Source: an optimization exercise on an open RTL-to-GDS flow (aim: small area). Production flows keep margins and buffers that such runs may drop.
In this exercise RTL edits were held to simulation tests only and were not proved equivalent to the original.
Power and IR drop assume default switching activity. The flow treats the clock pin as an ideal source, which a real chip does not have.

File: flow/flow/run.sh
#!/bin/bash
# Layout flow: the standard ORFS flow (standard.sh), with two changes:
#  - CTS without dummy loads (they only add area to balance the tree), with
#    the sink clustering of config.mk;
#  - port buffers use a plain small buffer instead of a delay cell.
# Each tool's full output stays in ORFS's own logs under orfs/logs/; the make
# output goes to standard.log.
set -euo pipefail
cat >> config.mk <<'EOC'
export CTS_ARGS = -sink_clustering_enable -repair_clock_nets -dont_use_dummy_load -sink_clustering_size 30 -sink_clustering_max_diameter 80
export BUFFER_PORTS_ARGS = -buffer_cell sky130_fd_sc_hd__buf_1
EOC
bash standard.sh > standard.log 2>&1
File: flow/standard.sh
#!/bin/bash
# synth_recipe.tcl (not shown) runs the flow's synth.tcl, then flattens the netlist and writes it again
# the make line also repeats each setting of config.mk as NAME=value (left out here)
make -C /OpenROAD-flow-scripts/flow DESIGN_CONFIG=/design/flow/config.mk WORK_HOME=/design/flow/orfs CLKGATE_MAP_FILE= SYNTH_SCRIPT=/design/flow/synth_recipe.tcl "${@:-finish}"
File: flow/config.mk
export PLATFORM = sky130hd
export DESIGN_NAME = dmem_responder
export DESIGN_NICKNAME = dmem_responder
export VERILOG_FILES = /design/flow/design.v
export SDC_FILE = /design/flow/constraint.sdc
export NUM_CORES = 4
export LEC_CHECK = 0
export CAP_MARGIN = 20
export CORE_MARGIN = 2
export CORE_UTILIZATION = 70
export SLEW_MARGIN = 20
export CTS_ARGS = -sink_clustering_enable -repair_clock_nets -dont_use_dummy_load -sink_clustering_size 30 -sink_clustering_max_diameter 80
export BUFFER_PORTS_ARGS = -buffer_cell sky130_fd_sc_hd__buf_1
File: flow/constraint.sdc
create_clock -name core_clock -period 5.0 [get_ports {clk}]
set_input_delay 1.0000 -clock core_clock [delete_from_list [all_inputs] [get_ports {clk}]]
set_output_delay 1.0000 -clock core_clock [all_outputs]
set_load 0.01 [all_outputs]
File: flow/design.v
`default_nettype none
module dmem_responder #(
  parameter int DEPTH   = 32,   
  parameter int LATENCY = 2     
) (
  input  logic        clk,
  input  logic        reset,
  input  logic        req_valid,
  output logic        req_ready,
  input  logic        req_write,
  input  logic [31:0] req_addr,
  input  logic [31:0] req_wdata,
  input  logic [3:0]  req_be,
  output logic        resp_valid,
  input  logic        resp_ready,
  output logic [31:0] resp_rdata,
  output logic        resp_err
);
  localparam int AW = $clog2(DEPTH);
  localparam int NW = LATENCY - 1;
  logic          resp_q;             
  logic [NW-1:0] wait_q;             
  logic          idle;
  logic          accept;
  assign idle       = ~resp_q & ~(|wait_q);
  assign req_ready  = idle & ~reset;
  assign accept     = req_valid & req_ready;
  assign resp_valid = resp_q;
  always_ff @(posedge clk) begin
    for (int i = 0; i < NW; i++) begin
      if (reset)       wait_q[i] <= 1'b0;
      else if (i == 0) wait_q[i] <= accept;
      else             wait_q[i] <= wait_q[(i == 0) ? 0 : i - 1];
    end
  end
  always_ff @(posedge clk) begin
    if (reset) resp_q <= 1'b0;
    else       resp_q <= wait_q[NW-1] | (resp_q & ~resp_ready);
  end
  logic          in_err;
  logic          in_ld;
  assign in_err = (|req_addr[1:0]) | (|req_addr[31:AW+2]);
  assign in_ld  = ~req_write & ~in_err;
  logic [AW-1:0] rot_q;              
  logic [AW-1:0] pos_q;              
  logic [AW-1:0] pos;                
  logic          ld;                 
  always_ff @(posedge clk) begin
    if (reset) rot_q <= '0;
    else       rot_q <= rot_q + AW'(1);
  end
  logic          ld_q;               
  logic          st_q;               
  logic          err_q;
  logic          late_q;             
  logic [3:0]    be_q;
  assign pos = idle ? req_addr[AW+1:2] + rot_q : pos_q;
  assign ld  = idle ? in_ld : ld_q;
  always_ff @(posedge clk) begin
    pos_q <= pos + AW'(1);
    if (idle) begin
      ld_q  <= in_ld;
      err_q <= in_err;
      be_q  <= req_be;
    end
  end
  always_ff @(posedge clk) begin
    if (reset)     st_q <= 1'b0;
    else if (idle) st_q <= req_valid & req_write & ~in_err;
  end
  assign resp_err = err_q;
  logic [31:0]      slot_q [DEPTH];
  logic [DEPTH-1:0] vld_q;
  logic [DEPTH-1:0] rsel;
  logic [DEPTH-1:0] at_src;
  genvar p, b;
  generate
    for (p = 0; p < DEPTH; p++) begin : g_slot
      localparam int S = (p == 0) ? DEPTH - 1 : p - 1;    
      localparam bit S_SRC = ((S % 3) == 0) && (S <= DEPTH - 2);
      localparam bit P_SRC = ((p % 3) == 0) && (p <= DEPTH - 2);
      if (S_SRC) begin : g_ins
        logic ins;
        assign ins = st_q & (pos_q == AW'(S));
        always_ff @(posedge clk) begin
          vld_q[p] <= ~reset & (vld_q[S] | ins);
        end
        for (b = 0; b < 4; b++) begin : g_byte
          logic we;
          assign we = ins & (be_q[b] | ~vld_q[S]);
          always_ff @(posedge clk) begin
            slot_q[p][8*b +: 8] <= we ? data_q[8*b +: 8] : slot_q[S][8*b +: 8];
          end
        end
      end else begin : g_pass
        always_ff @(posedge clk) begin
          vld_q[p]  <= ~reset & vld_q[S];
          slot_q[p] <= slot_q[S];
        end
      end
      if (P_SRC) begin : g_notap
        assign rsel[p] = 1'b0;
      end else begin : g_tap
        assign rsel[p] = ld & vld_q[p] & (pos == AW'(p));
      end
      assign at_src[p] = P_SRC && (pos == AW'(p));
    end
  endgenerate
  logic [31:0] rd;
  logic [31:0] data_q;
  logic        st_in;
  assign st_in = idle & req_write;
  always_comb begin
    for (int b = 0; b < 4; b++) begin
      rd[8*b +: 8] = req_wdata[8*b +: 8] & {8{st_in & req_be[b]}};
    end
    for (int i = 0; i < DEPTH; i++) begin
      rd = rd | (slot_q[i] & {32{rsel[i]}});
    end
  end
  always_ff @(posedge clk) begin
    if (idle) late_q <= in_ld & (|at_src);
    if (idle | (wait_q[0] & late_q)) data_q <= rd;
  end
  assign resp_rdata = data_q & {32{ld_q}};
endmodule
`default_nettype wire
==> results.json, run 1 <==
{
  "worstSetupPathType": "reg2reg",
  "synth-seq-cells": 1108,
  "p_leak_nw": 14.1,
  "core_um2": 46600,
  "required_ns": 5.37,
  "grt_pass1_vias": 21700,
  "slew_violations": 0,
  "yosysWarnings": 2,
  "crit_fanout": 14,
  "p_per_area_nw_per_um2": 382,
  "worst_slew_pin_slew_ns": 1.20,
  "cp-start-kind": "register",
  "p_sw_mw": 3.04,
  "syn_area_um2": 33000,
  "yosysTopAreaCell": "dfxtp_1",
  "antenna_left": 0,
  "fin_skew_ns": 0.0467,
  "swShare_pct": 22.2,
  "synth_nets": 2554,
  "yosysSeqAreaShare_pct": 68.4,
  "synth_edf_count": 38,
  "port_buffers": 107,
  "internal-power_mw": 10.6,
  "clock_power_share_pct": 30.0,
  "dr.pass1.iters": 6,
  "grt_pass1_wl_um": 148000,
  "dpl.hpwl_um": 67100,
  "area_growth_pct": 8.62,
  "fin_nets": 2702,
  "drive_above_1_share_pct": 21.5,
  "hold_buffers": 0,
  "cts_setup_buffers": 0,
  "synth_cell_types": 69,
  "wl_per_cell_um": 32.2,
  "critical_path_arrival_ns": 4.65,
  "vias_per_cell": 6.83,
  "syn_area_per_cell_um2": 13.4,
  "clk-insertion-delay-late_ns": 0.63,
  "p_comb_share_pct": 3.7,
  "gp_congestion": 1.05,
  "crit_start": "resp_q",
  "postSynth.topFlopCell": "dfxtp_1",
  "hp-class": "reg2reg",
  "hp-start": "slot_q[16][1]",
  "rsz0062_at_grt": "false",
  "grt_use_total_pct": 41.6,
  "hold_viol": 0,
  "cts_buffers": 43,
  "power_mw": 13.7,
  "crit_path_end_kind": "register",
  "placementRows": 79,
  "min_period_ns": 4.28,
  "synthArstFlopShare_pct": 0,
  "clock_sinks": 1108,
  "dpl_worst_slack_ns": 0.228,
  "clk_pin_slew_ns": 0.11,
  "setup_violations": 0,
  "root_buffer": "clkbuf_16",
  "r2r-start": "resp_q",
  "power_frac_seq_pct": 66.3,
  "drtIter0Drc": 3529,
  "fin_ws_ns": 0.724,
  "wl_um": 104000,
  "cts_buffer_depth": 3,
  "run_status": "complete, no violations",
  "post_cts_resize_count": 0,
  "netlist_instances": 2469,
  "slew-limit-headroom_pct": 19.7,
  "synth_top_area_share_pct": 65.0,
  "dieHeight_um": 221,
  "grt_start_max_net_pins": 41,
  "max_freq_mhz": 234,
  "drv_cap": 0,
  "dieArea_um2": 48900,
  "drcViolationCount": 0,
  "min_period_over_period_pct": 85.5,
  "initial_utilization_pct": 70.8,
  "overflow": 0,
  "irDropWorstVdd_mv": 0.481,
  "tns_ns": 0,
  "antenna_found_initial": 1,
  "ios": 108,
  "cts_tree": "built",
  "ys_top_cells_by_area": "dfxtp_1 65%, mux2_2 12%, edfxtp_1 3.5%, a22oi_1 3.3%, a22o_1 1.9%",
  "chipWidth_um": 221,
  "h-tree-depth": 2,
  "via_count": 22000
}
layer usage:
metal | wire [µm] | part of all wire [%] | up-vias | global-route usage (%)
met5 | 0 | 0 | - | 0
met4 | 5560 | 5.3 | 0 | 21.0
met3 | 11900 | 11 | 317 | 8.90
met2 | 45200 | 43 | 1501 | 61.8
met1 | 41300 | 40 | 11000 | 58.1
li1 | - | - | 9197 | -
layout make-up:
| type | count | area [µm²] |
|---|---|---|
| flip-flops and latches | 1108 | 22600 |
| fillers | 2950 | 10700 |
| multi-input cells | 1201 | 9840 |
| repair buffers | 241 | 1500 |
| clock buffers | 43 | 1080 |
| well taps | 607 | 759 |
| inverters | 22 | 82.6 |
| diodes | 3 | 7.51 |
path summary, 6_finish.rpt:
check	endpoint	slack [ns]	cells after the start
worst max-delay path	data_q[14]	0.72	13
worst min-delay path	slot_q[17][1]	0.31	0
worst max register to register	data_q[14]	0.72	13
worst min register to register	slot_q[17][1]	0.31	0
metrics by stage:
| step | hold WS, ns | cells | cell area, µm² | utilization, % |
|---|---|---|---|---|
| 6_report | 0.314 | 3225 | 35800 | 76.9 |
| 5_1_grt | 0.320 | 3222 | 35800 | 76.9 |
| 4_1_cts | 0.317 | 3222 | 35800 | 76.9 |
| 3_5_place_dp | 0.333 | 3179 | 34700 | 74.6 |
| 3_3_place_gp | 0.327 | 3177 | 34700 | 74.6 |
| 2_1_floorplan | 0.323 | 2469 | 33000 | - |
worst max-delay path, cell delays in order (launching register included):
cell      delay, ns
dfxtp_1        0.49
or2_1          0.55
inv_2          0.09
mux2i_1        0.41
inv_1          0.13
ha_1           0.23
and3_1         0.17
ha_1           0.21
and2_1         0.15
and2_2         0.35
a222oi_1       0.44
o221ai_1       0.20
a221o_1        0.28
or3_1          0.33
cell usage in the layout (no fill, tap or decap), types with 6 or more instances in the layout:
cell / netlist / layout
a22o_1: 72 / 72
o21ai_0: 14 / 13
a22oi_1: 143 / 143
a211oi_1: 6 / 6
buf_1: 11 / 106
o22ai_1: 6 / 6
and2_1: 57 / 56
nand3_1: 55 / 55
nor4b_4: 3 / 8
o21ai_1: 25 / 25
a222oi_1: 27 / 27
dfxtp_1: 1070 / 1069
inv_1: 16 / 16
clkbuf_16: 0 / 43
a2111oi_0: 9 / 9
a221o_1: 6 / 6
a221oi_1: 47 / 47
nor3_1: 18 / 18
nor4_1: 11 / 11
nand2_1: 73 / 72
buf_12: 0 / 7
a21oi_1: 57 / 54
ha_1: 11 / 11
mux2_2: 353 / 353
nor2_1: 44 / 44
nand4_1: 31 / 31
nor2b_1: 27 / 25
edfxtp_1: 38 / 38
and4_1: 9 / 8
or3_1: 9 / 9
buf_4: 1 / 125
and3_1: 18 / 16
synth_stat cells, types with 4 or more instances:
cell and number:
nand4b_1 4, nand4_1 31, a221oi_1 47, ha_1 11
mux2_2 353, buf_1 11, o21ai_0 14, dfxtp_1 1070
o211ai_1 4, o22ai_1 6, clkbuf_1 93, and2_1 57
xnor2_1 4, buf_2 31, a221o_1 6, nor3_1 18
nor2b_1 27, nand2_1 73, and4_1 9, clkinv_1 4
nor4_1 11, nand3_1 55, a22oi_1 143, and3_1 18
a2111oi_0 9, nor2_1 44, edfxtp_1 38, a211oi_1 6
a22o_1 72, nor4b_2 5, a222oi_1 27, a32oi_1 4
inv_1 16, or3_1 9, o21ai_1 25, a21oi_1 57
logic make-up (layout without fill, tap and decap cells):
family	count (synthesis)	count (layout)	share of synthesized area (%)
adder cells (fa/ha/maj)	12	12	0.478
flip-flops	1108	1108	68.4
other	0	3	0
AND/OR/NAND/NOR	381	381	6.57
multiplexers	356	356	12.1
AO/OA/AOI/OAI	445	445	10.2
XOR/XNOR	7	7	0.186
buffers and inverters	160	306	2.00
power groups by stage:
stage	combinational, mW	sequential, mW	clock (mW)
after floorplan	0.323	9.15	0
after global placement	0.474	9.27	0
after detailed placement	0.477	9.27	0
after CTS	0.480	9.07	4.07
after global routing	0.516	9.09	4.38
final	0.504	9.07	4.10
sequential cells by signal, summed over array words and instances (netlist names):
name / flops
pos_q: 5
slot_q: 1024
data_q: 32
st_q: 1
be_q: 4
late_q: 1
wait_q: 1
err_q: 1
ld_q: 1
rot_q: 5
resp_q: 1
vld_q: 32
==> inputs of run 2 (changes only) <==
==> flow/run.sh (new file) <==
#!/bin/bash
# synth_recipe.tcl (not shown) runs the flow's synth.tcl, then flattens the netlist and writes it again
# the make line also repeats each setting of config.mk as NAME=value (left out here)
make -C /OpenROAD-flow-scripts/flow DESIGN_CONFIG=/design/flow/config.mk WORK_HOME=/design/flow/orfs CLKGATE_MAP_FILE= SYNTH_SCRIPT=/design/flow/synth_recipe.tcl finish
==> flow/config.mk (replaced) <==
export PLATFORM = sky130hd
export DESIGN_NAME = dmem_responder
export DESIGN_NICKNAME = dmem_responder
export VERILOG_FILES = /design/flow/design.v
export SDC_FILE = /design/flow/constraint.sdc
export NUM_CORES = 4
export LEC_CHECK = 0
export CAP_MARGIN = 20
export CORE_MARGIN = 2
export CORE_UTILIZATION = 60
export CTS_CLUSTER_DIAMETER = 80
export CTS_CLUSTER_SIZE = 30
export SLEW_MARGIN = 20
removed: flow/flow/run.sh
removed: flow/standard.sh
==> results.json, run 2 <==
{
  "min_period_over_period_pct": 93.4,
  "worstSetupPathType": "in2reg",
  "chipWidth_um": 238,
  "p_leak_nw": 14.6,
  "min_period_ns": 4.67,
  "slew_violations": 0,
  "core_um2": 54100,
  "hold_path_depth": 0,
  "wl_um": 106000,
  "dpl.hpwl_um": 70200,
  "crit_chain": "clkdlybuf4s50_1, ha_1, fa_1, mux2i_1, inv_1, ha_1, and2_1, and4_1, buf_4, a22oi_1, nand2_1, a2111oi_0, nand4_1",
  "initial_utilization_pct": 60.9,
  "netlist_instances": 2469,
  "holdWs_ns": 0.340,
  "worst_slew_pin_slew_ns": 1.17,
  "slew-limit-headroom_pct": 21.0,
  "clk-insertion-delay-late_ns": 0.63,
  "synth_nets": 2554,
  "placementRows": 85,
  "r2r-start": "wait_q",
  "drtIter0Drc": 2724,
  "run_status": "complete, no violations",
  "setup_violations": 0,
  "grt_use_met1_pct": 51.1,
  "synthArstFlopShare_pct": 0,
  "p_per_area_nw_per_um2": 380,
  "wl_per_cell_um": 31.5,
  "ys_top_cells_by_area": "dfxtp_1 65%, mux2_2 12%, edfxtp_1 3.5%, a22oi_1 3.3%, a22o_1 1.9%",
  "cts_buffer_depth": 3,
  "synth_top_area_share_pct": 65.0,
  "fin_nets": 2719,
  "synth-seq-cells": 1108,
  "clk_pin_slew_ns": 0.11,
  "top_regs": "slot_q x1024, data_q x32, vld_q x32",
  "overflow": 0,
  "grt.busiest_layer": "met2",
  "netlist_top_cells_count": "1070 x dfxtp_1, 353 x mux2_2, 143 x a22oi_1, 93 x clkbuf_1, 73 x nand2_1",
  "dr.pass1.iters": 6,
  "crit_fanout": 12,
  "worstReg2RegEnd": "data_q[30]",
  "grt_util_met3_pct": 7.53,
  "yosysTopAreaCell": "dfxtp_1",
  "cp-start-kind": "input pin",
  "utilization_pct": 68.5,
  "yosysWarnings": 2,
  "via_count": 21600,
  "hp-class": "reg2reg",
  "cts_buffers": 43,
  "critical_path_arrival_ns": 5.00,
  "ios": 108,
  "fin_skew_ns": 0.0267,
  "post_cts_resize_count": 0,
  "r2r_slack_ns": 0.45,
  "drive_above_1_share_pct": 22.3,
  "drcViolationCount": 0,
  "yosysSeqAreaShare_pct": 68.4,
  "regMostFlops": "slot_q",
  "layout_common_cells": "1069 x dfxtp_1, 353 x mux2_2, 143 x a22oi_1",
  "cts_tree": "built",
  "hold_end": "slot_q[11][1]",
  "grt_pass1_vias": 21200,
  "vias_per_cell": 6.43,
  "rsz0062_at_grt": "false",
  "slowest_delay_ns": 0.66,
  "mostFrequentLayoutCell": "dfxtp_1",
  "yosysMostFrequentCell": "dfxtp_1",
  "crit_path_end_kind": "register",
  "synth_edf_count": 38,
  "r2r_cells": 10,
  "required_ns": 5.33,
  "grt_pass1_wl_um": 150000,
  "syn_area_per_cell_um2": 13.4,
  "antenna_left": 0,
  "clock_sinks": 1108,
  "fin_ws_ns": 0.331,
  "nFillCells": 4006,
  "root_buffer": "clkbuf_16",
  "stdcell_count": 3363,
  "postSynth.topFlopCell": "dfxtp_1",
  "area_growth_pct": 12.4,
  "met2_usage_pct": 56.4,
  "port_buffers": 107,
  "cp_slowest_cell": "a2111oi_0",
  "max_freq_mhz": 214,
  "antenna_found_initial": 4,
  "hold_buffers": 0,
  "dieArea_um2": 56900,
  "gp_congestion": 0.988,
  "largest_reg_flops": 1024,
  "dp_cells": 3285,
  "hold_viol": 0,
  "syn_area_um2": 33000,
  "grt_start_max_net_pins": 40,
  "critPathMostFrequentCell": "ha_1",
  "h-tree-depth": 2,
  "dpl_worst_slack_ns": -0.116,
  "dieHeight_um": 238,
  "drv_cap": 0,
  "grt_use_total_pct": 36.9,
  "irDropWorstVdd_mv": 0.319,
  "synth_cell_types": 69,
  "cts_setup_buffers": 0,
  "hp-start": "slot_q[10][1]"
}
-- run 2: cell count changes in the layout (fill, tap and decap cells not counted), sizes merged --
cell / previous run / this run
inv: 18 / 20
bufinv: 0 / 1
clkdlybuf4s50: 0 / 107
clkbuf: 44 / 71
clkinv: 4 / 5
buf: 240 / 151
-- run 2: worst max-delay path, delay by kind of cell --
family	cells	cell delay, ns
AO/OA/AOI/OAI	2	0.86
adder cells (fa/ha/maj)	3	1.04
buffers and inverters	3	0.77
multiplexers	1	0.19
AND/OR/NAND/NOR	4	1.11
-- run 2: power breakdown --
group	internal, mW	leakage, nW	switching (mW)
clock	1.80	0.627	2.64
sequential	8.93	9.03	0.157
combinational	0.201	4.94	0.356
total	10.9	14.6	3.15
-- run 2: layout make-up --
class / instances / area [µm²] / share of cell area [%]
Antenna cell: 3 / 7.51 / 0.0202
Clock buffer: 71 / 1240 / 3.35
Clock inverter: 4 / 58.8 / 0.159
Inverter: 22 / 82.6 / 0.223
Multi-Input combinational cell: 1201 / 9880 / 26.6
Sequential cell: 1108 / 22600 / 60.8
Tap cell: 696 / 871 / 2.35
Timing Repair Buffer: 258 / 2380 / 6.42
-- run 2: cell families (layout without fill, tap and decap cells) --
kind of cell    count (synthesis)  count (layout)  share of synthesized area (%)
flops                        1108            1108                           68.4
compound gates                445             445                           10.2
simple gates                  381             381                           6.57
mux                           356             356                           12.1
buf+inv                       160             355                           2.00
fa+ha+maj                      12              12                          0.478
xor+xnor                        7               7                          0.186
other cells                     0               3                              0
-- run 2: how the worst max path moves through the flow --
stage / from / endpoint / slack [ns] / cells past startpoint
after floorplan: req_addr[2] / data_q[2] / 0.56 / 17
after global placement: req_addr[2] / data_q[25] / -0.14 / 12
after detailed placement: req_addr[2] / data_q[30] / -0.12 / 13
after CTS: req_addr[2] / data_q[25] / 0.54 / 12
after global routing: req_addr[2] / data_q[25] / 0.33 / 12
final: req_addr[2] / data_q[30] / 0.33 / 13
-- run 2: metrics by stage --
stage                     setup TNS (ns)  cell area [µm²]  power [mW]
final                                  0            37100        14.1
after global routing                   0            37100        14.4
after CTS                              0            37100        14.1
after detailed placement          -0.285            35800        9.81
after global placement            -0.382            35800        9.81
after floorplan                        0            33000        9.48
-- run 2: metal layers --
metal / part of all wire, % / vias up / wire length (µm)
li1: - / 9267 / -
met1: 41 / 10800 / 43800
met2: 44 / 1245 / 46700
met3: 9.7 / 269 / 10300
met4: 4.9 / 2 / 5140
met5: 0.012 / - / 13
==> inputs of run 3 (changes only) <==
--- a/flow/design.v
+++ b/flow/design.v
@@ -72,13 +72,12 @@
   logic [31:0]      slot_q [DEPTH];
   logic [DEPTH-1:0] vld_q;
   logic [DEPTH-1:0] rsel;
-  logic [DEPTH-1:0] at_src;
+  logic [DEPTH-1:0] at_tap;
   genvar p, b;
   generate
     for (p = 0; p < DEPTH; p++) begin : g_slot
       localparam int S = (p == 0) ? DEPTH - 1 : p - 1;    
       localparam bit S_SRC = ((S % 3) == 0) && (S <= DEPTH - 2);
-      localparam bit P_SRC = ((p % 3) == 0) && (p <= DEPTH - 2);
       if (S_SRC) begin : g_ins
         logic ins;
         assign ins = st_q & (pos_q == AW'(S));
@@ -98,28 +97,36 @@
           slot_q[p] <= slot_q[S];
         end
       end
-      if (P_SRC) begin : g_notap
-        assign rsel[p] = 1'b0;
+      if (p % 2 == 0) begin : g_notap
+        assign rsel[p]   = 1'b0;
+        assign at_tap[p] = 1'b0;
       end else begin : g_tap
-        assign rsel[p] = ld & vld_q[p] & (pos == AW'(p));
+        assign at_tap[p] = (pos == AW'(p));
+        assign rsel[p]   = ld & vld_q[p] & at_tap[p];
       end
-      assign at_src[p] = P_SRC && (pos == AW'(p));
     end
   endgenerate
   logic [31:0] rd;
   logic [31:0] data_q;
-  logic        st_in;
-  assign st_in = idle & req_write;
+  logic        wr;
+  logic [3:0]  fwd;
+  assign wr = idle & req_write;
   always_comb begin
-    for (int b = 0; b < 4; b++) begin
-      rd[8*b +: 8] = req_wdata[8*b +: 8] & {8{st_in & req_be[b]}};
+    for (int k = 0; k < 4; k++) begin
+      fwd[k] = st_q & (pos_q == pos) & be_q[k];
     end
+    rd = '0;
     for (int i = 0; i < DEPTH; i++) begin
       rd = rd | (slot_q[i] & {32{rsel[i]}});
     end
+    for (int k = 0; k < 4; k++) begin
+      rd[8*k +: 8] = (rd[8*k +: 8] & {8{~fwd[k]}})
+                   | (data_q[8*k +: 8] & {8{ld & fwd[k]}})
+                   | (req_wdata[8*k +: 8] & {8{wr & req_be[k]}});
+    end
   end
   always_ff @(posedge clk) begin
-    if (idle) late_q <= in_ld & (|at_src);
+    if (idle) late_q <= in_ld & ~(|at_tap);
     if (idle | (wait_q[0] & late_q)) data_q <= rd;
   end
   assign resp_rdata = data_q & {32{ld_q}};
==> flow/flow/run.sh (new file) <==
#!/bin/bash
# Layout flow: the standard ORFS flow (standard.sh), with two changes:
#  - CTS without dummy loads (they only add area to balance the tree), with
#    the sink clustering of config.mk;
#  - port buffers use a plain small buffer instead of a delay cell.
# Each tool's full output stays in ORFS's own logs under orfs/logs/; the make
# output goes to standard.log.
set -euo pipefail
cat >> config.mk <<'EOC'
export CTS_ARGS = -sink_clustering_enable -repair_clock_nets -dont_use_dummy_load -sink_clustering_size 30 -sink_clustering_max_diameter 80
export BUFFER_PORTS_ARGS = -buffer_cell sky130_fd_sc_hd__buf_1
EOC
bash standard.sh > standard.log 2>&1
==> flow/standard.sh (new file) <==
#!/bin/bash
# synth_recipe.tcl (not shown) runs the flow's synth.tcl, then flattens the netlist and writes it again
# the make line also repeats each setting of config.mk as NAME=value (left out here)
make -C /OpenROAD-flow-scripts/flow DESIGN_CONFIG=/design/flow/config.mk WORK_HOME=/design/flow/orfs CLKGATE_MAP_FILE= SYNTH_SCRIPT=/design/flow/synth_recipe.tcl "${@:-finish}"
--- a/flow/config.mk
+++ b/flow/config.mk
@@ -7,7 +7,7 @@
 export LEC_CHECK = 0
 export CAP_MARGIN = 20
 export CORE_MARGIN = 2
-export CORE_UTILIZATION = 60
-export CTS_CLUSTER_DIAMETER = 80
-export CTS_CLUSTER_SIZE = 30
+export CORE_UTILIZATION = 80
 export SLEW_MARGIN = 20
+export CTS_ARGS = -sink_clustering_enable -repair_clock_nets -dont_use_dummy_load -sink_clustering_size 30 -sink_clustering_max_diameter 80
+export BUFFER_PORTS_ARGS = -buffer_cell sky130_fd_sc_hd__buf_1
removed: flow/run.sh
==> results.json, run 3 <==
{
  "top_regs": "slot_q x1024, data_q x32, vld_q x32",
  "min_period_ns": 4.36,
  "worstSetupPathType": "in2reg",
  "slowest_delay_ns": 0.58,
  "rsz0062_at_grt": "false",
  "power_mw": 13.8,
  "netlist_top_cells_count": "1070 x dfxtp_1, 352 x mux2_2, 116 x clkbuf_1, 113 x a22oi_1, 106 x a21oi_1",
  "grt_start_max_net_pins": 42,
  "slew-limit-headroom_pct": 16.8,
  "cp_slowest_cell": "a2111oi_0",
  "p_per_area_nw_per_um2": 389,
  "grt_use_total_pct": 45.7,
  "drcViolationCount": 0,
  "ys_top_cells_by_area": "dfxtp_1 65%, mux2_2 12%, edfxtp_1 3.5%, a22oi_1 2.6%, a21oi_1 1.6%",
  "root_buffer": "clkbuf_16",
  "cts_setup_buffers": 0,
  "largest_reg_flops": 1024,
  "multi_input_area_um2": 9600,
  "area_growth_pct": 7.40,
  "min_period_over_period_pct": 87.2,
  "wl_um": 99300,
  "antenna_left": 0,
  "fin_skew_ns": 0.0658,
  "holdWs_ns": 0.269,
  "clock_sinks": 1108,
  "cts_buffers": 43,
  "hold_viol": 0,
  "cts_tree": "built",
  "dieArea_um2": 42800,
  "hp-class": "reg2reg",
  "wl_per_cell_um": 31.6,
  "critPathMostFrequentCell": "ha_1",
  "yosysWarnings": 2,
  "cp-start-kind": "input pin",
  "worst_slew_pin_slew_ns": 1.24,
  "cts_buffer_depth": 3,
  "antenna_found_initial": 3,
  "hp-start": "slot_q[28][20]",
  "regMostFlops": "slot_q",
  "drive_above_1_share_pct": 20.7,
  "hold_buffers": 0,
  "synth_top_area_share_pct": 65.1,
  "chipWidth_um": 207,
  "synth_nets": 2587,
  "max_freq_mhz": 229,
  "post_cts_resize_count": 0,
  "dr.pass1.iters": 8,
  "core_um2": 40700,
  "h-tree-depth": 2,
  "synth-seq-cells": 1108,
  "port_buffers": 107,
  "dieHeight_um": 207,
  "drv_cap": 0,
  "nFillCells": 1938,
  "postSynth.topFlopCell": "dfxtp_1",
  "gp_congestion": 0.967,
  "critical_path_arrival_ns": 4.71,
  "p_leak_nw": 13.7,
  "syn_area_per_cell_um2": 13.1,
  "clk_pin_slew_ns": 0.11,
  "netlist_instances": 2504,
  "synth_edf_count": 38,
  "initial_utilization_pct": 80.8,
  "via_count": 22400,
  "yosysSeqAreaShare_pct": 68.6,
  "required_ns": 5.35,
  "crit_fanout": 19,
  "fin_nets": 2695,
  "synthArstFlopShare_pct": 0,
  "dpl.hpwl_um": 61900,
  "layout_common_cells": "1069 x dfxtp_1, 352 x mux2_2, 113 x a22oi_1",
  "crit_chain": "buf_1, ha_1, fa_1, a21o_1, a2111oi_2, or3_2, inv_2, ha_1, and2_2, a22oi_1, o22ai_1, a2111oi_0, and4_1, o21ai_1",
  "yosysTopAreaCell": "dfxtp_1",
  "r2r-start": "resp_q",
  "ios": 108,
  "overflow": 0,
  "placementRows": 74,
  "mostFrequentLayoutCell": "dfxtp_1",
  "regArea_um2": 22600,
  "run_status": "complete, no violations",
  "tns_ns": 0,
  "setup_violations": 0,
  "synth_cell_types": 74,
  "irDropWorstVdd_mv": 0.419,
  "syn_area_um2": 32900,
  "grt_pass1_vias": 22100,
  "clk-insertion-delay-late_ns": 0.63,
  "vias_per_cell": 7.11,
  "crit_start": "req_addr[2]",
  "slew_violations": 0,
  "grt_pass1_wl_um": 141000,
  "drtIter0Drc": 3416,
  "yosysMostFrequentCell": "dfxtp_1",
  "crit_path_end_kind": "register"
}
run 3: changes by cell type after synthesis, moves of 25 or more:
cell,previous run,this run
nand3_1,55,80
a22oi_1,143,113
a21oi_1,57,106
a22o_1,72,21
o22ai_1,6,42
nand2_1,73,42
run 3: power by group:
| group | internal [mW] | switching, mW |
|---|---|---|
| logic | 0.160 | 0.350 |
| registers | 8.97 | 0.198 |
| clock network | 1.56 | 2.52 |
run 3: per-stage QoR:
| stage | utilization (%) | cell area (µm²) | setup slack [ns] | std cells |
|---|---|---|---|---|
| final | 86.7 | 35300 | 0.639 | 3144 |
| after floorplan | - | 32900 | 0.269 | 2504 |
| after CTS | 86.7 | 35300 | 0.711 | 3142 |
| after global placement | 84.0 | 34200 | 0.289 | 3097 |
| after detailed placement | 84.1 | 34200 | 0.0867 | 3099 |
| after global routing | 86.7 | 35300 | 0.455 | 3142 |
run 3: worst max-delay path: cells and delay by family:
| kind | cells | cell delay, ns |
|---|---|---|
| AO/OA/AOI/OAI | 6 | 1.75 |
| adder cells (fa/ha/maj) | 3 | 0.85 |
| buffers and inverters | 2 | 0.14 |
| AND/OR/NAND/NOR | 3 | 0.96 |
run 3: kinds of logic (layout without fill, tap and decap cells):
logic type | after synthesis | in the layout | share of synthesized area, %
XOR/XNOR | 13 | 13 | 0.388
buffers and inverters | 186 | 292 | 2.40
flip-flops | 1108 | 1108 | 68.6
adder cells (fa/ha/maj) | 10 | 10 | 0.403
AO/OA/AOI/OAI | 488 | 488 | 10.4
AND/OR/NAND/NOR | 345 | 345 | 5.69
other | 0 | 2 | 0
multiplexers | 354 | 354 | 12.1
run 3: final timing paths:
path / cells after the start / endpoint / slack, ns
worst max register to register: 13 / data_q[9] / 0.68
worst min-delay path: 0 / slot_q[29][20] / 0.27
worst min register to register: 0 / slot_q[29][20] / 0.27
worst max-delay path: 14 / data_q[9] / 0.64
run 3: layout make-up:
| class | count | share of cell area (%) |
|---|---|---|
| flip-flops and latches | 1108 | 63.8 |
| multi-input cells | 1210 | 27.2 |
| inverters | 26 | 0.276 |
| repair buffers | 223 | 3.75 |
| clock buffers | 43 | 3.05 |
| well taps | 532 | 1.88 |
| diodes | 2 | 0.0142 |
run 3: layer usage:
| metal | up-vias | global-route usage (%) | share of wire [%] | routed length (µm) |
|---|---|---|---|---|
| met2 | 1876 | 68.4 | 43 | 43100 |
| met1 | 10800 | 59.2 | 36 | 35700 |
| met5 | - | 0 | 0.0091 | 9 |
| li1 | 9162 | - | - | - |
| met3 | 546 | 12.7 | 13 | 13300 |
| met4 | 2 | 29.0 | 7.1 | 7080 |
==> inputs of run 4 (changes only) <==
--- a/flow/config.mk
+++ b/flow/config.mk
@@ -7,7 +7,7 @@
 export LEC_CHECK = 0
 export CAP_MARGIN = 20
 export CORE_MARGIN = 2
-export CORE_UTILIZATION = 80
+export CORE_UTILIZATION = 70
 export SLEW_MARGIN = 20
 export CTS_ARGS = -sink_clustering_enable -repair_clock_nets -dont_use_dummy_load -sink_clustering_size 30 -sink_clustering_max_diameter 80
 export BUFFER_PORTS_ARGS = -buffer_cell sky130_fd_sc_hd__buf_1
==> results.json, run 4 <==
{
  "gp_congestion": 0.949,
  "p_leak_nw": 13.6,
  "initial_utilization_pct": 70.8,
  "max_freq_mhz": 228,
  "synth_cell_types": 74,
  "crit_fanout": 17,
  "irDropWorstVdd_mv": 0.460,
  "postSynth.topFlopCell": "dfxtp_1",
  "yosysMostFrequentCell": "dfxtp_1",
  "chipWidth_um": 221,
  "min_period_over_period_pct": 87.7,
  "netlist_instances": 2504,
  "setup_violations": 0,
  "drtIter0Drc": 3015,
  "dpl.hpwl_um": 60400,
  "core_um2": 46500,
  "synth-seq-cells": 1108,
  "drcViolationCount": 0,
  "place_area_um2": 34300,
  "tns_ns": 0,
  "h-tree-depth": 2,
  "ys_top_cells_by_area": "dfxtp_1 65%, mux2_2 12%, edfxtp_1 3.5%, a22oi_1 2.6%, a21oi_1 1.6%",
  "layout_common_cells": "1069 x dfxtp_1, 352 x mux2_2, 113 x a22oi_1",
  "slew-limit-headroom_pct": 23.3,
  "clk-insertion-delay-late_ns": 0.64,
  "drive_above_1_share_pct": 20.8,
  "fin_skew_ns": 0.0676,
  "wl_um": 94800,
  "drv_cap": 0,
  "slew_violations": 0,
  "vias_per_cell": 6.69,
  "regMostFlops": "slot_q",
  "root_buffer": "clkbuf_16",
  "dr.pass1.iters": 6,
  "syn_area_per_cell_um2": 13.1,
  "yosysWarnings": 2,
  "worstSetupPathType": "in2reg",
  "grt_pass1_vias": 21000,
  "area_growth_pct": 7.55,
  "dieHeight_um": 221,
  "crit_path_end_kind": "register",
  "hold_viol": 0,
  "p_per_area_nw_per_um2": 389,
  "largest_reg_flops": 1024,
  "min_period_ns": 4.38,
  "rsz0062_at_grt": "false",
  "grt_pass1_wl_um": 137000,
  "top_regs": "slot_q x1024, data_q x32, vld_q x32",
  "antenna_left": 0,
  "cp-start-kind": "input pin",
  "synth_nets": 2587,
  "mostFrequentLayoutCell": "dfxtp_1",
  "wl_per_cell_um": 29.5,
  "overflow": 0,
  "dieArea_um2": 48800,
  "cts_buffer_depth": 3,
  "grt_start_max_net_pins": 48,
  "holdWs_ns": 0.297,
  "run_status": "complete, no violations",
  "netlist_top_cells_count": "1070 x dfxtp_1, 352 x mux2_2, 116 x clkbuf_1, 113 x a22oi_1, 106 x a21oi_1",
  "hp-class": "reg2reg",
  "synth_edf_count": 38,
  "clock_sinks": 1108,
  "post_cts_resize_count": 0,
  "placementRows": 79,
  "syn_area_um2": 32900,
  "cts_tree": "built",
  "cts_setup_buffers": 0,
  "required_ns": 5.38,
  "synth_top_area_share_pct": 65.1,
  "cts_buffers": 43,
  "grt_use_total_pct": 38.0,
  "design_area_um2": 35400,
  "yosysTopAreaCell": "dfxtp_1",
  "worst_slew_pin_slew_ns": 1.14,
  "port_buffers": 107,
  "yosysSeqAreaShare_pct": 68.6,
  "hold_buffers": 0,
  "ios": 108,
  "clk_pin_slew_ns": 0.11,
  "critical_path_arrival_ns": 4.76,
  "nFillCells": 3051,
  "antenna_found_initial": 2,
  "synthArstFlopShare_pct": 0,
  "fin_nets": 2692,
  "via_count": 21500
}
run 4: changes by cell type in the layout (fill, tap and decap cells not counted), moves of 2 or more:
cell	previous run	this run
o2111a_1	4	2
o21ai_2	8	6
o2111a_2	3	5
buf_12	4	2
o21ai_1	26	29
run 4: critical path, cell delays in order:
cell and delay [ns]:
buf_1 0.09, ha_1 0.24, fa_1 0.46, a21o_1 0.21, a2111oi_2 0.47, or3_2 0.27, inv_2 0.07, ha_1 0.18
and2_2 0.40, buf_12 0.28, a22oi_1 0.20, o22ai_1 0.11, a2111oi_0 0.45, and4_1 0.27, o21ai_1 0.06
run 4: cells by family (layout without fill, tap and decap cells):
logic type,after synthesis,after routing,synth area share (%)
flip-flops,1108,1108,68.6
adder cells (fa/ha/maj),10,10,0.403
multiplexers,354,354,12.1
XOR/XNOR,13,13,0.388
AND/OR/NAND/NOR,345,345,5.69
buffers and inverters,186,289,2.40
other,0,2,0
AO/OA/AOI/OAI,488,488,10.4
run 4: cell type report:
cell class / count / area (µm²) / area share (%)
Antenna cell: 2 / 5.00 / 0.0141
Inverter: 26 / 97.6 / 0.276
Timing Repair Buffer: 220 / 1270 / 3.60
Sequential cell: 1108 / 22600 / 63.8
Multi-Input combinational cell: 1210 / 9610 / 27.2
Tap cell: 607 / 759 / 2.15
Clock buffer: 43 / 1080 / 3.04
run 4: through the flow:
stage	power, mW	instances	setup slack (ns)	utilization (%)
detailed placement	9.84	3171	0.0959	73.8
floorplan	9.57	2504	0.269	-
CTS	13.7	3214	0.673	76.1
global route	14.1	3214	0.446	76.2
finish	13.8	3216	0.617	76.2
global placement	9.83	3171	0.226	73.8
run 4: power breakdown:
part           switching (mW)  internal, mW  total (mW)
logic                   0.355         0.158       0.514
registers               0.202          8.97        9.17
clock network            2.54          1.56        4.10
total                    3.10          10.7        13.8
run 4: worst paths after layout:
| check | from | end | slack, ns | cells after the start |
|---|---|---|---|---|
| min | slot_q[20][20] | slot_q[21][20] | 0.30 | 0 |
| max reg2reg | rot_q[0] | data_q[9] | 0.75 | 14 |
| min reg2reg | slot_q[20][20] | slot_q[21][20] | 0.30 | 0 |
| max | req_addr[2] | data_q[9] | 0.62 | 15 |
run 4: metal layers:
| layer | GRT usage [%] | part of all wire (%) | wire (µm) | up-vias |
|---|---|---|---|---|
| met5 | 0 | 0 | 0 | - |
| met4 | 17.1 | 4.8 | 4590 | 0 |
| met3 | 7.81 | 11 | 10900 | 307 |
| met2 | 56.1 | 43 | 40700 | 1466 |
| met1 | 54.3 | 41 | 38600 | 10600 |
| li1 | - | - | - | 9157 |
==> inputs of run 5 (changes only) <==
==> flow/flow/run.sh (replaced) <==
#!/bin/bash
# Layout flow: the standard ORFS flow (standard.sh), with these changes:
#  - CTS without dummy loads (they only add area to balance the tree), with
#    larger sink clusters;
#  - port buffers use a plain small buffer instead of a delay cell;
#  - after global routing, non-critical gates are downsized (ORFS's
#    RECOVER_POWER step).
# Each tool's full output stays in ORFS's own logs under orfs/logs/; the make
# output goes to standard.log.
set -euo pipefail
cat >> config.mk <<'EOC'
export CTS_ARGS = -sink_clustering_enable -repair_clock_nets -dont_use_dummy_load -sink_clustering_size 30 -sink_clustering_max_diameter 80
export BUFFER_PORTS_ARGS = -buffer_cell sky130_fd_sc_hd__buf_1
export RECOVER_POWER = 100
EOC
bash standard.sh > standard.log 2>&1
--- a/flow/config.mk
+++ b/flow/config.mk
@@ -11,3 +11,4 @@
 export SLEW_MARGIN = 20
 export CTS_ARGS = -sink_clustering_enable -repair_clock_nets -dont_use_dummy_load -sink_clustering_size 30 -sink_clustering_max_diameter 80
 export BUFFER_PORTS_ARGS = -buffer_cell sky130_fd_sc_hd__buf_1
+export RECOVER_POWER = 100
==> results.json, run 5 <==
{
  "run_status": "failed layout checks",
  "so_faults": "capacitance limit, slew limit",
  "worst_slew_pin_slew_ns": 3.26,
  "clock_sinks": 1108,
  "synth_top_area_share_pct": 65.1,
  "clk-insertion-delay-late_ns": 0.63,
  "postSynth.topFlopCell": "dfxtp_1",
  "top_regs": "slot_q x1024, data_q x32, vld_q x32",
  "drcViolationCount": 0,
  "min_period_ns": 4.74,
  "rsz0062_at_grt": "false",
  "cts_buffers": 43,
  "crit_path_end_kind": "register",
  "slew_violations": 219,
  "max_freq_mhz": 211,
  "drive_above_1_share_pct": 18.5,
  "required_ns": 5.46,
  "via_count": 21600,
  "synth_edf_count": 38,
  "wl_um": 95000,
  "tns_ns": 0,
  "yosysSeqAreaShare_pct": 68.6,
  "dp_cells": 3171,
  "fin_skew_ns": 0.0684,
  "netlist_instances": 2504,
  "core_um2": 46500,
  "grt_pass1_vias": 21000,
  "syn_area_per_cell_um2": 13.1,
  "regMostFlops": "slot_q",
  "antenna_left": 0,
  "p_leak_nw": 13.5,
  "dieArea_um2": 48800,
  "ys_top_cells_by_area": "dfxtp_1 65%, mux2_2 12%, edfxtp_1 3.5%, a22oi_1 2.6%, a21oi_1 1.6%",
  "hold_buffers": 0,
  "synth_cell_types": 74,
  "power_mw": 13.8,
  "stdcell_count": 3215,
  "grt_start_max_net_pins": 48,
  "antenna_found_initial": 1,
  "slew-limit-headroom_pct": -117,
  "yosysWarnings": 2,
  "grt_pass1_wl_um": 137000,
  "gp_congestion": 0.949,
  "yosysMostFrequentCell": "dfxtp_1",
  "vias_per_cell": 6.71,
  "holdWs_ns": 0.295,
  "hp-class": "reg2reg",
  "cts_buffer_depth": 3,
  "nFillCells": 3107,
  "crit_fanout": 23,
  "cts_setup_buffers": 0,
  "hold_viol": 0,
  "largest_reg_flops": 1024,
  "overflow": 0,
  "mostFrequentLayoutCell": "dfxtp_1",
  "initial_utilization_pct": 70.8,
  "grt_use_total_pct": 38.0,
  "drv_cap": 14,
  "cts_tree": "built",
  "wl_per_cell_um": 29.6,
  "drtIter0Drc": 3120,
  "yosysTopAreaCell": "dfxtp_1",
  "synth_nets": 2587,
  "synthArstFlopShare_pct": 0,
  "critical_path_arrival_ns": 5.20,
  "post_cts_resize_count": 0,
  "cp-start-kind": "register",
  "ios": 108,
  "area_growth_pct": 6.92,
  "layout_common_cells": "1070 x dfxtp_1, 348 x mux2_2, 113 x a22oi_1",
  "utilization_pct": 75.7,
  "syn_area_um2": 32900,
  "min_period_over_period_pct": 94.8,
  "h-tree-depth": 2,
  "dieHeight_um": 221,
  "chipWidth_um": 221,
  "placementRows": 79,
  "port_buffers": 107,
  "worstSetupPathType": "reg2reg",
  "dr.pass1.iters": 7,
  "root_buffer": "clkbuf_16",
  "synth-seq-cells": 1108,
  "netlist_top_cells_count": "1070 x dfxtp_1, 352 x mux2_2, 116 x clkbuf_1, 113 x a22oi_1, 106 x a21oi_1",
  "irDropWorstVdd_mv": 0.461,
  "dpl.hpwl_um": 60400,
  "clk_pin_slew_ns": 0.11,
  "fin_nets": 2692,
  "setup_violations": 0,
  "p_per_area_nw_per_um2": 392
}
==> run 5: kinds of logic (layout without fill, tap and decap cells) <==
group / count (synthesis) / count (layout) / synth area share (%)
flip-flops: 1108 / 1108 / 68.6
AO/OA/AOI/OAI: 488 / 488 / 10.4
multiplexers: 354 / 354 / 12.1
AND/OR/NAND/NOR: 345 / 345 / 5.69
buffers and inverters: 186 / 289 / 2.40
XOR/XNOR: 13 / 13 / 0.388
adder cells (fa/ha/maj): 10 / 10 / 0.403
other: 0 / 1 / 0
==> run 5: routing by layer <==
metal	part of all wire (%)	up-vias	track usage, %
li1	-	9160	-
met1	41	10600	54.3
met2	43	1480	56.1
met3	11	311	7.81
met4	4.8	0	17.1
met5	0	-	0
==> run 5: area by class of cell <==
| class | instances | area [µm²] | share of cell area (%) |
|---|---|---|---|
| sequential | 1108 | 22600 | 64.1 |
| multi-input combinational | 1210 | 9570 | 27.2 |
| timing repair buffer | 220 | 1120 | 3.18 |
| clock buffer | 43 | 1080 | 3.06 |
| tap | 607 | 759 | 2.16 |
| inverter | 26 | 97.6 | 0.277 |
| antenna | 1 | 2.50 | 0.00711 |
==> run 5: path summary, 6_finish.rpt <==
check            startpoint              to  slack [ns]  cells past startpoint
max                  wait_q      data_q[23]        0.26                      9
min          slot_q[20][20]  slot_q[21][20]        0.29                      0
min reg2reg  slot_q[20][20]  slot_q[21][20]        0.29                      0
max reg2reg          wait_q      data_q[23]        0.26                      9
==> run 5: worst max-delay path: stages, from the launching register on <==
cell	delay [ns]
dfxtp_1	0.44
or2_0	0.50
or3_1	0.46
o31a_4	0.44
inv_1	0.13
clkbuf_2	0.60
clkbuf_1	1.29
and3_1	0.48
a222oi_1	0.12
o21ai_0	0.11
==> run 5: metrics by stage <==
step | setup WS, ns | area, µm²
floorplan | 0.269 | 32900
global placement | 0.226 | 34300
detailed placement | 0.0959 | 34300
CTS | 0.673 | 35400
global route | 0.225 | 35200
finish | 0.258 | 35200
==> run 5: where the power goes <==
group | total (mW) | internal (mW) | switching (mW)
registers | 9.17 | 8.97 | 0.200
clock network | 4.10 | 1.56 | 2.54
logic | 0.509 | 0.156 | 0.353
==> inputs of run 6 (changes only) <==
--- a/flow/config.mk
+++ b/flow/config.mk
@@ -8,6 +8,7 @@
 export CAP_MARGIN = 20
 export CORE_MARGIN = 2
 export CORE_UTILIZATION = 70
+export GPL_TIMING_DRIVEN = 0
 export SLEW_MARGIN = 20
 export CTS_ARGS = -sink_clustering_enable -repair_clock_nets -dont_use_dummy_load -sink_clustering_size 30 -sink_clustering_max_diameter 80
 export BUFFER_PORTS_ARGS = -buffer_cell sky130_fd_sc_hd__buf_1
==> results.json, run 6 <==
{
  "p_leak_nw": 13.5,
  "dieHeight_um": 221,
  "power_mw": 13.9,
  "yosysSeqAreaShare_pct": 68.6,
  "irDropWorstVdd_mv": 0.373,
  "antenna_left": 0,
  "cts_buffer_depth": 3,
  "root_buffer": "clkbuf_16",
  "via_count": 22700,
  "crit_fanout": 10,
  "regMostFlops": "slot_q",
  "so_faults": "capacitance limit, slew limit, setup timing",
  "core_um2": 46500,
  "hold_buffers": 0,
  "cts_setup_buffers": 0,
  "fin_ws_ns": -0.000276,
  "layout_common_cells": "1070 x dfxtp_1, 335 x mux2_2, 113 x a22oi_1",
  "synth_top_area_share_pct": 65.1,
  "cts_tree": "built",
  "synth-seq-cells": 1108,
  "yosysWarnings": 2,
  "dpl.hpwl_um": 71000,
  "netlist_top_cells_count": "1070 x dfxtp_1, 352 x mux2_2, 116 x clkbuf_1, 113 x a22oi_1, 106 x a21oi_1",
  "hold_viol": 0,
  "rsz0062_at_grt": "false",
  "crit_start": "req_addr[2]",
  "dieArea_um2": 48800,
  "syn_area_um2": 32900,
  "gp_congestion": 1.04,
  "crit_path_end_kind": "register",
  "r2r-start": "wait_q",
  "ios": 108,
  "wl_um": 112000,
  "initial_utilization_pct": 70.8,
  "vias_per_cell": 6.95,
  "fin_skew_ns": 0.0437,
  "required_ns": 5.49,
  "hp-class": "reg2reg",
  "largest_reg_flops": 1024,
  "antenna_found_initial": 6,
  "min_period_ns": 5.00,
  "fin_nets": 2740,
  "dr.pass1.iters": 6,
  "wl_per_cell_um": 34.2,
  "netlist_instances": 2504,
  "cts_buffers": 43,
  "clock_sinks": 1108,
  "utilization_pct": 75.9,
  "yosysTopAreaCell": "dfxtp_1",
  "slew-limit-headroom_pct": -85.5,
  "overflow": 0,
  "worst_slew_pin_slew_ns": 2.78,
  "worstSetupPathType": "in2reg",
  "grt_pass1_vias": 22000,
  "mostFrequentLayoutCell": "dfxtp_1",
  "drv_cap": 30,
  "synth_cell_types": 74,
  "h-tree-depth": 2,
  "clk_pin_slew_ns": 0.11,
  "syn_area_per_cell_um2": 13.1,
  "area_growth_pct": 7.17,
  "top_regs": "slot_q x1024, data_q x32, vld_q x32",
  "clk-insertion-delay-late_ns": 0.64,
  "yosysMostFrequentCell": "dfxtp_1",
  "postSynth.topFlopCell": "dfxtp_1",
  "tns_ns": -0.000276,
  "grt_use_total_pct": 44.8,
  "slew_violations": 285,
  "drtIter0Drc": 3522,
  "setup_violations": 1,
  "min_period_over_period_pct": 100,
  "drive_above_1_share_pct": 17.4,
  "synthArstFlopShare_pct": 0,
  "synth_edf_count": 38,
  "grt_start_max_net_pins": 33,
  "chipWidth_um": 221,
  "drcViolationCount": 0,
  "cp-start-kind": "input pin",
  "nFillCells": 2995,
  "max_freq_mhz": 200,
  "ys_top_cells_by_area": "dfxtp_1 65%, mux2_2 12%, edfxtp_1 3.5%, a22oi_1 2.6%, a21oi_1 1.6%",
  "p_per_area_nw_per_um2": 394,
  "grt_pass1_wl_um": 156000,
  "placementRows": 79,
  "synth_nets": 2587,
  "port_buffers": 107,
  "hp-start": "slot_q[26][23]",
  "run_status": "failed layout checks",
  "critical_path_arrival_ns": 5.49
}
==> run 6: cell counts after synthesis <==
Identical to the previous run, type by type.
==> run 6: metal layers <==
metal | wire length, µm | part of all wire, % | up-vias | track usage [%]
li1 | - | - | 9280 | -
met3 | 15100 | 14 | 502 | 13.2
met5 | 34 | 0.030 | - | 0
met2 | 46000 | 41 | 1844 | 63.8
met4 | 9280 | 8.3 | 6 | 31.7
met1 | 41300 | 37 | 11000 | 58.7
==> run 6: worst max-delay path: stages <==
cell,delay [ns]
buf_1,0.09
ha_1,0.22
fa_2,0.50
mux2i_1,0.25
ha_1,0.25
o2111a_1,0.53
clkbuf_1,0.94
clkbuf_1,0.89
nand2_1,0.15
o22ai_1,0.23
a21oi_1,0.08
a31o_1,0.28
nand2_1,0.05
==> run 6: cell families (layout without fill, tap and decap cells) <==
kind of cell / count (synthesis) / count (layout) / synth area share, %
flip-flops: 1108 / 1108 / 68.6
XOR/XNOR: 13 / 13 / 0.388
buffers and inverters: 186 / 337 / 2.40
adder cells (fa/ha/maj): 10 / 10 / 0.403
multiplexers: 354 / 354 / 12.1
AND/OR/NAND/NOR: 345 / 345 / 5.69
other: 0 / 2 / 0
AO/OA/AOI/OAI: 488 / 488 / 10.4
==> run 6: area by class of cell <==
cell class                 count  area, µm²  share of cell area [%]
clock buffer                  43       1080                    3.05
timing repair buffer         110        420                    1.19
multi-input combinational   1210       9590                    27.2
sequential                  1108      22600                    64.0
tap                          607        759                    2.15
inverter                      26        101                   0.287
buffer                       158        753                    2.14
antenna                        2       5.00                  0.0142
==> run 6: final timing paths <==
| check | to | slack [ns] | cells past startpoint |
|---|---|---|---|
| max | data_q[12] | -0.0003 | 13 |
| min reg2reg | slot_q[27][23] | 0.32 | 0 |
| max reg2reg | data_q[12] | 0.01 | 15 |
| min | slot_q[27][23] | 0.32 | 0 |
==> run 6: repair_timing <==
item                       CTS  global route
pin swaps                    0             0
setup endpoints to repair   32            23
gates resized for setup     22            22
==> run 6: power by group <==
part	internal (mW)	total (mW)	leakage (nW)	switching (mW)
Clock	1.56	4.12	0.530	2.56
Combinational	0.169	0.724	3.93	0.555
Sequential	8.97	9.04	9.04	0.0720
Total	10.7	13.9	13.5	3.19
==> run 6: through the flow <==
step           instances  setup slack (ns)  area [µm²]  hold WS [ns]
5_1_grt             3262            0.0179       35300         0.318
6_report            3264         -0.000276       35300         0.321
4_1_cts             3262            0.0131       35400         0.318
3_3_place_gp        3218             -1.63       34100         0.310
3_5_place_dp        3220             -1.57       34300         0.312
2_1_floorplan       2504             0.269       32900         0.310
==> inputs of run 7 (changes only) <==
--- a/flow/design.v
+++ b/flow/design.v
@@ -37,19 +37,25 @@
     if (reset) resp_q <= 1'b0;
     else       resp_q <= wait_q[NW-1] | (resp_q & ~resp_ready);
   end
+  logic [1:0]    clr_q;
+  logic          clr;                
+  logic          clr_rd;             
+  always_ff @(posedge clk) begin
+    clr_q <= {clr_q[0], reset};
+  end
+  assign clr    = reset | (|clr_q);
+  assign clr_rd = |clr_q;
   logic          in_err;
   logic          in_ld;
   assign in_err = (|req_addr[1:0]) | (|req_addr[31:AW+2]);
   assign in_ld  = ~req_write & ~in_err;
   logic [AW-1:0] rot_q;              
-  logic [AW-1:0] pos_q;              
-  logic [AW-1:0] pos;                
-  logic          ld;                 
   always_ff @(posedge clk) begin
     if (reset) rot_q <= '0;
     else       rot_q <= rot_q + AW'(1);
   end
-  logic          ld_q;               
+  logic [AW-1:0] pos_q, pos;         
+  logic          ld_q, ld;           
   logic          st_q;               
   logic          err_q;
   logic          late_q;             
@@ -70,7 +76,7 @@
   end
   assign resp_err = err_q;
   logic [31:0]      slot_q [DEPTH];
-  logic [DEPTH-1:0] vld_q;
+  logic [31:0]      data_q;          
   logic [DEPTH-1:0] rsel;
   logic [DEPTH-1:0] at_tap;
   genvar p, b;
@@ -80,20 +86,18 @@
       localparam bit S_SRC = ((S % 3) == 0) && (S <= DEPTH - 2);
       if (S_SRC) begin : g_ins
         logic ins;
-        assign ins = st_q & (pos_q == AW'(S));
-        always_ff @(posedge clk) begin
-          vld_q[p] <= ~reset & (vld_q[S] | ins);
-        end
+        assign ins = st_q & ~reset & (pos_q == AW'(S));
         for (b = 0; b < 4; b++) begin : g_byte
-          logic we;
-          assign we = ins & (be_q[b] | ~vld_q[S]);
+          logic load, keep;
+          assign load = ins & be_q[b];
+          assign keep = ~clr & ~load;
           always_ff @(posedge clk) begin
-            slot_q[p][8*b +: 8] <= we ? data_q[8*b +: 8] : slot_q[S][8*b +: 8];
+            slot_q[p][8*b +: 8] <= (slot_q[S][8*b +: 8] & {8{keep}})
+                                 | (data_q[8*b +: 8] & {8{load}});
           end
         end
       end else begin : g_pass
         always_ff @(posedge clk) begin
-          vld_q[p]  <= ~reset & vld_q[S];
           slot_q[p] <= slot_q[S];
         end
       end
@@ -102,12 +106,11 @@
         assign at_tap[p] = 1'b0;
       end else begin : g_tap
         assign at_tap[p] = (pos == AW'(p));
-        assign rsel[p]   = ld & vld_q[p] & at_tap[p];
+        assign rsel[p]   = ld & ~clr_rd & at_tap[p];
       end
     end
   endgenerate
   logic [31:0] rd;
-  logic [31:0] data_q;
   logic        wr;
   logic [3:0]  fwd;
   assign wr = idle & req_write;
@@ -122,7 +125,7 @@
     for (int k = 0; k < 4; k++) begin
       rd[8*k +: 8] = (rd[8*k +: 8] & {8{~fwd[k]}})
                    | (data_q[8*k +: 8] & {8{ld & fwd[k]}})
-                   | (req_wdata[8*k +: 8] & {8{wr & req_be[k]}});
+                   | (req_wdata[8*k +: 8] & {8{wr}});
     end
   end
   always_ff @(posedge clk) begin
==> flow/flow/run.sh (replaced) <==
#!/bin/bash
# Layout flow: the standard ORFS flow (standard.sh), with two changes:
#  - CTS without dummy loads (they only add area to balance the tree), with
#    the sink clustering of config.mk;
#  - port buffers use a plain small buffer instead of a delay cell.
# Each tool's full output stays in ORFS's own logs under orfs/logs/; the make
# output goes to standard.log.
set -euo pipefail
cat >> config.mk <<'EOC'
export CTS_ARGS = -sink_clustering_enable -repair_clock_nets -dont_use_dummy_load -sink_clustering_size 30 -sink_clustering_max_diameter 80
export BUFFER_PORTS_ARGS = -buffer_cell sky130_fd_sc_hd__buf_1
EOC
bash standard.sh > standard.log 2>&1
--- a/flow/config.mk
+++ b/flow/config.mk
@@ -8,8 +8,6 @@
 export CAP_MARGIN = 20
 export CORE_MARGIN = 2
 export CORE_UTILIZATION = 70
-export GPL_TIMING_DRIVEN = 0
 export SLEW_MARGIN = 20
 export CTS_ARGS = -sink_clustering_enable -repair_clock_nets -dont_use_dummy_load -sink_clustering_size 30 -sink_clustering_max_diameter 80
 export BUFFER_PORTS_ARGS = -buffer_cell sky130_fd_sc_hd__buf_1
-export RECOVER_POWER = 100
==> results.json, run 7 <==
{
  "cp_slowest_cell": "a211oi_4",
  "drcViolationCount": 0,
  "crit_buf_inv": 4,
  "gp_congestion": 0.945,
  "cts_buffers": 41,
  "clock_sinks": 1078,
  "min_period_ns": 4.31,
  "ys_top_cells_by_area": "dfxtp_1 64%, nand2_1 5.8%, o21ai_0 5.6%, edfxtp_1 3.5%, nand3_1 3.1%",
  "run_status": "complete, no violations",
  "tns_ns": 0,
  "worstSetupPathType": "in2reg",
  "port_buffers": 107,
  "core_um2": 45500,
  "drv_cap": 0,
  "largest_reg_flops": 1024,
  "worst_slew_pin_slew_ns": 1.20,
  "hp-class": "reg2reg",
  "vias_per_cell": 6.61,
  "yosysMostFrequentCell": "dfxtp_1",
  "post_cts_resize_count": 0,
  "dr_wl_met3_um": 11500,
  "utilization_pct": 75.5,
  "netlist_top_cells_count": "1040 x dfxtp_1, 500 x nand2_1, 359 x o21ai_0, 204 x clkbuf_1, 200 x nand3_1",
  "dr_wl_met2_um": 43100,
  "max_freq_mhz": 232,
  "setup_violations": 0,
  "antenna_found_initial": 2,
  "rsz0062_at_grt": "false",
  "mostFrequentLayoutCell": "dfxtp_1",
  "synth_cell_types": 68,
  "dieArea_um2": 47800,
  "cts_buffer_depth": 3,
  "p_leak_nw": 12.1,
  "initial_utilization_pct": 71.0,
  "synth_nets": 3114,
  "nFillCells": 3166,
  "slew_violations": 0,
  "hold_viol": 0,
  "synth_top_area_share_pct": 64.5,
  "h-tree-depth": 2,
  "syn_area_um2": 32300,
  "grt_pass1_vias": 23000,
  "regMostFlops": "slot_q",
  "yosysWarnings": 2,
  "dr.pass1.iters": 6,
  "netlist_instances": 3031,
  "synthArstFlopShare_pct": 0,
  "crit_path_end_kind": "register",
  "cts_setup_buffers": 0,
  "multi_input_area_um2": 9310,
  "yosysTopAreaCell": "dfxtp_1",
  "power_mw": 13.5,
  "p_per_area_nw_per_um2": 393,
  "min_period_over_period_pct": 86.1,
  "clk_pin_slew_ns": 0.11,
  "cts_tree": "built",
  "antenna_left": 0,
  "postSynth.topFlopCell": "dfxtp_1",
  "overflow": 0,
  "crit_fanout": 14,
  "drtIter0Drc": 3142,
  "grt_pass1_wl_um": 142000,
  "cp_top_family": "compound AO/OA/AOI/OAI gates",
  "root_buffer": "clkbuf_16",
  "chipWidth_um": 219,
  "fin_skew_ns": 0.0188,
  "grt_use_total_pct": 40.5,
  "ios": 108,
  "syn_area_per_cell_um2": 10.6,
  "dieHeight_um": 219,
  "via_count": 24000,
  "cp-start-kind": "input pin",
  "slew-limit-headroom_pct": 19.6,
  "wl_per_cell_um": 26.9,
  "dpl.hpwl_um": 60400,
  "regArea_um2": 22000,
  "grt_start_max_net_pins": 64,
  "irDropWorstVdd_mv": 0.396,
  "crit_chain": "buf_1, ha_1, fa_1, mux2i_1, inv_1, ha_1, and2_1, buf_4, nand2_1, a211oi_4, buf_4, a32oi_1, and4_1, a41oi_2, a221o_1",
  "required_ns": 5.47,
  "layout_common_cells": "1039 x dfxtp_1, 498 x nand2_1, 359 x o21ai_0",
  "fin_nets": 3108,
  "wl_met1_um": 38200,
  "slowest_delay_ns": 0.66,
  "yosysSeqAreaShare_pct": 68.0,
  "holdWs_ns": 0.328,
  "clk-insertion-delay-late_ns": 0.61,
  "top_layer_used": "met4",
  "wl_um": 97500,
  "placementRows": 78,
  "synth_edf_count": 38,
  "area_growth_pct": 6.42,
  "synth-seq-cells": 1078,
  "top_regs": "slot_q x1024, data_q x32",
  "critical_path_arrival_ns": 4.78,
  "hold_buffers": 0,
  "drive_above_1_share_pct": 5.23
}
-- run 7: cell count changes after synthesis, sizes merged, moves of 30 or more --
cell,change
o21ai,+325
a21oi,-90
clkbuf,+87
dfxtp,-30
nand3,+120
a22oi,-42
mux2,-352
nand2,+458
o22ai,-35
-- run 7: cell type report --
| cell class | instances | share of cell area, % |
|---|---|---|
| Sequential cell | 1078 | 63.9 |
| Clock buffer | 41 | 2.99 |
| Inverter | 41 | 0.463 |
| Timing Repair Buffer | 191 | 3.30 |
| Multi-Input combinational cell | 1672 | 27.1 |
| Tap cell | 600 | 2.19 |
| Antenna cell | 3 | 0.0219 |
-- run 7: power breakdown --
group / total (mW) / internal, mW / switching [mW]
combinational: 0.682 / 0.159 / 0.522
sequential: 8.85 / 8.70 / 0.157
clock: 3.95 / 1.49 / 2.46
total: 13.5 / 10.3 / 3.14
-- run 7: path summary, 6_finish.rpt --
| check | cells after the start | start | to | slack (ns) |
|---|---|---|---|---|
| worst min-delay path | 0 | slot_q[26][3] | slot_q[27][3] | 0.33 |
| worst min register to register | 0 | slot_q[26][3] | slot_q[27][3] | 0.33 |
| worst max-delay path | 15 | req_addr[2] | data_q[9] | 0.69 |
| worst max register to register | 14 | rot_q[0] | data_q[9] | 0.86 |
-- run 7: logic make-up after synthesis --
family,synth area share (%)
fa+ha+maj,0.411
compound gates,14.4
simple gates,13.4
xor+xnor,0.298
flops,68.0
mux,0.0930
buf+inv,3.40
-- run 7: metal layers --
metal	global-route usage [%]	vias up
li1	-	10500
met1	55.0	11500
met2	61.9	1659
met3	8.84	346
met4	19.4	0
met5	0	-
-- run 7: stage by stage --
stage	cells	area [µm²]	setup slack, ns
after detailed placement	3582	33300	0.193
after global placement	3582	33300	0.353
final	3626	34400	0.695
after floorplan	3031	32300	0.767
after CTS	3623	34300	0.814
after global routing	3623	34300	0.608

separate check: timing with driven ports:
The flow's constraints put no driver on any port. The routed layouts listed below were extracted and timed again, unchanged, in two steps. Step 1 sets driving cells, clkbuf_16 on the clock port and buf_2 on the other inputs (assumed; they add their load-dependent delay and slew). Step 2 adds t to the input delays and takes it off the output delays; t is the mean of the earliest and latest rising clock arrival at the registers after step 1. Input paths then give back, and output paths get back, about the clock's delay inside the block. Three values: ideal, step 1, step 2; two values: the first two.
run	shift t [ns]	slack for setup (ns)	latest minus earliest clock arrival (ns)	slew at the worst register clock pin (ns)
run 1	0.667	0.724 / 0.724 / 0.115	0.047 / 0.048	0.12 / 0.12
run 2	0.678	0.331 / 0.373 / -0.305	0.029 / 0.029	0.12 / 0.12
run 3	0.654	0.639 / 0.673 / 0.018	0.070 / 0.069	0.11 / 0.11
run 4	0.661	0.617 / 0.651 / -0.010	0.069 / 0.069	0.11 / 0.11
run 5	0.661	0.258 / 0.258 / -0.134	0.069 / 0.068	0.11 / 0.11
run 6	0.675	0.000 / 0.013 / -0.642	0.044 / 0.044	0.11 / 0.11
run 7	0.663	0.695 / 0.730 / 0.066	0.021 / 0.021	0.12 / 0.12
For run 6, which loses most, drivers alone change the setup slack by +0.013 ns; drivers and shift together by -0.642 ns.
